This design comes from an exercise in tuning for small area, a short achievable clock period and few clock cycles per item on the open sky130 flow, not from production work.
Function was checked by simulation only, so behaviour that the tests miss may differ from the original.

== the baseline ==
==> flow/design.v (excerpt) <==
module iteration_palette_gradient_top (
   input  logic             clock,
   input  logic             reset,
   input  logic             req_valid,
   output logic             req_ready,
   input  logic [15:0]      req_iteration_count,
   output logic             rsp_valid,
   input  logic             rsp_ready,
   output logic [7:0]       rsp_red,
   output logic [7:0]       rsp_green,
   output logic [7:0]       rsp_blue,
   input  logic             csr_wr_en,
   input  logic [15:0]      csr_wr_data
);
clock: 9.5 ns
lec_check: 0
abc_clock_period_in_ps: 3000
cap_margin: 20
core_margin: 2
core_utilization: 40
setup_slack_margin: 5
slew_margin: 20
run.sh (not shown) runs the stock make flow with config.mk's settings and CLKGATE_MAP_FILE= SYNTH_SCRIPT=/design/flow/synth_recipe.tcl, a recipe that flattens the netlist after the stock synthesis.
The baseline reached the final stage; the timing, DRC and antenna checks on its layout passed.
Testbench counts of the baseline, summed over its fixed seeds: cycles 4,920, items 4,800.
Setup changes, the baseline to the candidate
Settings: SETUP_SLACK_MARGIN: 5 -> unset; ABC_CLOCK_PERIOD_IN_PS: 3000 -> unset.
--- outcome ---
Reported for the baseline and the candidate, clock sink count turned out identical to the last digit. Summary of the candidate over the baseline: layout overhead on the synthesized area dropped 1.9 points; maximum frequency dropped about 19%; utilization dropped 0.76 points. Worst setup margin: the candidate lower than the baseline. In terms of sequential cell count, the candidate and the baseline differ only marginally. Higher first-iteration DRC count goes to the baseline over the candidate.

* * *

the previous run:
iteration_palette_gradient_top, a different RTL version from the one above (not shown whole).
Size in the first run: about 5400 cells after synthesis, about 750 flip-flops, about 63 I/O pins, about 57000 um2 of cells after synthesis.
Settings: LEC_CHECK=0, CAP_MARGIN=20, CORE_MARGIN=2, CORE_UTILIZATION=40, SLEW_MARGIN=20; clock period 9.5 ns.
Testbench counts of the previous run, summed over its fixed seeds: cycles 4,920, items 4,800.
Inputs modified between the previous run and the current run:
diff --git a/flow/config.mk b/flow/config.mk
--- a/flow/config.mk
+++ b/flow/config.mk
@@ -6,6 +6,8 @@
 export NUM_CORES = 4
 export LEC_CHECK = 0
+export ABC_CLOCK_PERIOD_IN_PS = 3000
 export CAP_MARGIN = 20
 export CORE_MARGIN = 2
 export CORE_UTILIZATION = 40
+export SETUP_SLACK_MARGIN = 5
 export SLEW_MARGIN = 20
Notes after the runs:
The current run finished every step from synthesis to the final layout, and the layout passed the timing, DRC and antenna checks. Diff the current run and the previous run: setup slack after layout lower in the previous run. Summary of the current run over the previous run: layout overhead on the synthesized area increased 5.5 points. Cell depth of the worst flop-to-flop path in the current run is 14% above the previous run. The current run — register-to-register slack 1.75 ns higher, the previous run as reference. The final cell count in the current run was higher than what the previous run gave. [the current run vs the previous run] time the worst path needs with I/O delays and setup: lower in the current run. The fraction of area in multi-input gates was comparable across the current run and the previous run. The current run: total clock buffers created by CTS higher than the previous run. Going from the previous run to the current run, sum of routed wire length over all layers went up; required time of the worst setup path about even.

* * *

== exp/zinc ==
iteration_palette_gradient_top, a different RTL version from the one above (not shown whole).
Size in the first run: about 5,200 cells after synthesis, roughly 790 flip-flops, roughly 63 I/O pins, about 56,000 um2 of cells after synthesis.
==> flow/design.v (excerpt) <==
module iteration_palette_gradient_top (
   input  logic             clock,
   input  logic             reset,
   input  logic             req_valid,
   output logic             req_ready,
   input  logic [15:0]      req_iteration_count,
   output logic             rsp_valid,
   input  logic             rsp_ready,
   output logic [7:0]       rsp_red,
   output logic [7:0]       rsp_green,
   output logic [7:0]       rsp_blue,
   input  logic             csr_wr_en,
   input  logic [15:0]      csr_wr_data
);
   function automatic logic [59:0] pal_half(input logic [5:0] s2);
      logic [59:0] c;
      case (s2)
         6'd0: c = 60'h800448002281029;
         6'd1: c = 60'hc50ccc50aac40a1;
         6'd2: c = 60'h801218104980022;
         6'd3: c = 60'hd1a29c40c1c50aa;
         6'd4: c = 60'h8120a8004480022;
         6'd5: c = 60'hd0a02c50ccc50aa;
         6'd6: c = 60'h8120a8012181049;
         6'd7: c = 60'hd0a02d1a29c40c1;
         6'd8: c = 60'h8120a8012180044;
         6'd9: c = 60'hd0a02d1a29c50cc;
         6'd10: c = 60'h801218012180121;
         6'd11: c = 60'hd1a29d1a29d1a29;
         6'd12: c = 60'h800448012180121;
         6'd13: c = 60'hc50ccd1a29d1a29;
         6'd14: c = 60'h810498012180121;
         6'd15: c = 60'hc40c1d1a29d1a29;
         6'd16: c = 60'h800228004480121;
         6'd17: c = 60'hc50aac50ccd1a29;
         6'd18: c = 60'h800118104980044;
         6'd19: c = 60'hc5099c40c1c50cc;
         6'd20: c = 60'hc50998002280044;
         6'd21: c = 60'h80011c50aac50cc;
         6'd22: c = 60'hd1c4ac40c180121;
         6'd23: c = 60'h8024281049d1a29;
         6'd24: c = 60'hd1c4ad0a0280022;
  ...
Settings: LEC_CHECK=0, CAP_MARGIN=20, CORE_MARGIN=2, CORE_UTILIZATION=40, SETUP_SLACK_MARGIN=5, SLEW_MARGIN=20; clock period 9.5 ns.
standard.sh (not shown) runs the stock make flow with config.mk's settings and CLKGATE_MAP_FILE= SYNTH_SCRIPT=/design/flow/synth_recipe.tcl, a recipe that flattens the netlist after the stock synthesis.
==> flow/flow/run.sh <==
#!/bin/bash
set -euo pipefail
MARGIN=$(cat flow/margin.txt)
bash standard.sh synth > synth.log 2>&1
bash standard.sh SETUP_SLACK_MARGIN=$MARGIN finish > layout.log 2>&1
==> flow/flow/margin.txt <==
6.35
Both conditions hold for exp/zinc: the flow ran to the end and the final layout passed the timing, DRC and antenna checks.
Testbench counts of exp/zinc, summed over its fixed seeds: cycles 4,928, items 4,800.
The following lists how exp/garnet was set up differently from exp/zinc:
-- flow/config.mk --
<<< exp/zinc, line 11
>>> exp/garnet, line 11
export CTS_CLUSTER_DIAMETER = 80
export CTS_CLUSTER_SIZE = 26
==> run summary <==
exp/garnet went all the way through the flow, and no timing, DRC or antenna check failed.
Diff exp/zinc -> exp/garnet | maximum frequency | down slightly
Higher count of filler cells inserted in the layout was reported by exp/garnet, not exp/zinc.
Compared with exp/zinc, exp/garnet shows final area that has gone down slightly.
| register-to-register slack | exp/zinc vs exp/garnet | ≈ equal |
The following lists how exp/nickel was set up differently from exp/garnet:
==> flow/flow/margin.txt <==
6.45
-- flow/config.mk --
<<< exp/garnet, line 11
export CTS_CLUSTER_DIAMETER = 80
export CTS_CLUSTER_SIZE = 26
>>> exp/nickel, line 11
export CTS_CLUSTER_DIAMETER = 90
export CTS_CLUSTER_SIZE = 22
Findings:
Comparing met1 track demand over resource in global routing for exp/garnet and exp/nickel, the smaller number came from exp/garnet. Delta (exp/nickel minus exp/garnet): final critical-path setup slack has decreased; storage element area has remained practically unchanged; total vias in the final route has increased; share of the core filled with cells has increased.
> inputs changed (exp/nickel -> exp/fjord)
==> flow/flow/margin.txt <==
6.25
Findings:
- Relative to exp/nickel, count of antenna diodes in the layout has increased by 1 in exp/fjord.
- Delta (exp/fjord minus exp/nickel): area of the multi-input gates went down, total length of routed wires went down, first-iteration DRC count went down.
- [compare] base=exp/nickel new=exp/fjord: routed length on met1 fell 3100 um.
- Compared with exp/nickel, exp/fjord has extra setup slack.
- | final core area utilization | higher: exp/nickel |
- Vias after detailed routing in exp/fjord is 3.5% below exp/nickel.

[port drivers added, routing unchanged]
In the flow no input, the clock included, has a driving cell. The finished layouts below were timed again as built, in two steps. Step 1 (the two cells are an assumption about what drives the block):
set clk [get_ports {clock}]
set_driving_cell -lib_cell sky130_fd_sc_hd__clkbuf_16 $clk
set_driving_cell -lib_cell sky130_fd_sc_hd__buf_2 [delete_from_list [all_inputs] $clk]
Step 2 moves the port delays by t, midway between the first and last clock arrival at a register: inputs arrive t later, outputs are due t later. That takes back most of the time a late clock gives input paths. Slacks: no drivers / after step 1 / after step 2; pairs: no drivers / after step 1.
run	t (ns)	setup slack, ns	worst setup path at the end	clock arrival spread, ns
the baseline	0.773	5.117 / 5.117 / 5.117	register to register	0.090 / 0.090
the candidate	0.791	4.108 / 4.108 / 4.108	register to register	0.042 / 0.042
the previous run	0.748	1.986 / 1.986 / 1.986	register to register	0.023 / 0.023
the current run	0.755	3.735 / 3.735 / 3.735	register to register	0.044 / 0.044
exp/zinc	0.765	6.340 / 6.263 / 6.001	input to register	0.038 / 0.038
exp/garnet	0.752	6.330 / 6.254 / 6.007	input to register	0.049 / 0.049
exp/nickel	0.750	6.284 / 6.198 / 6.011	input to register	0.056 / 0.056
exp/fjord	0.721	6.325 / 6.251 / 5.734	input to register	0.050 / 0.050
After both steps every run listed still meets setup and hold. For exp/fjord, which loses most, drivers alone change the setup slack by -0.074 ns; drivers and shift together by -0.591 ns.
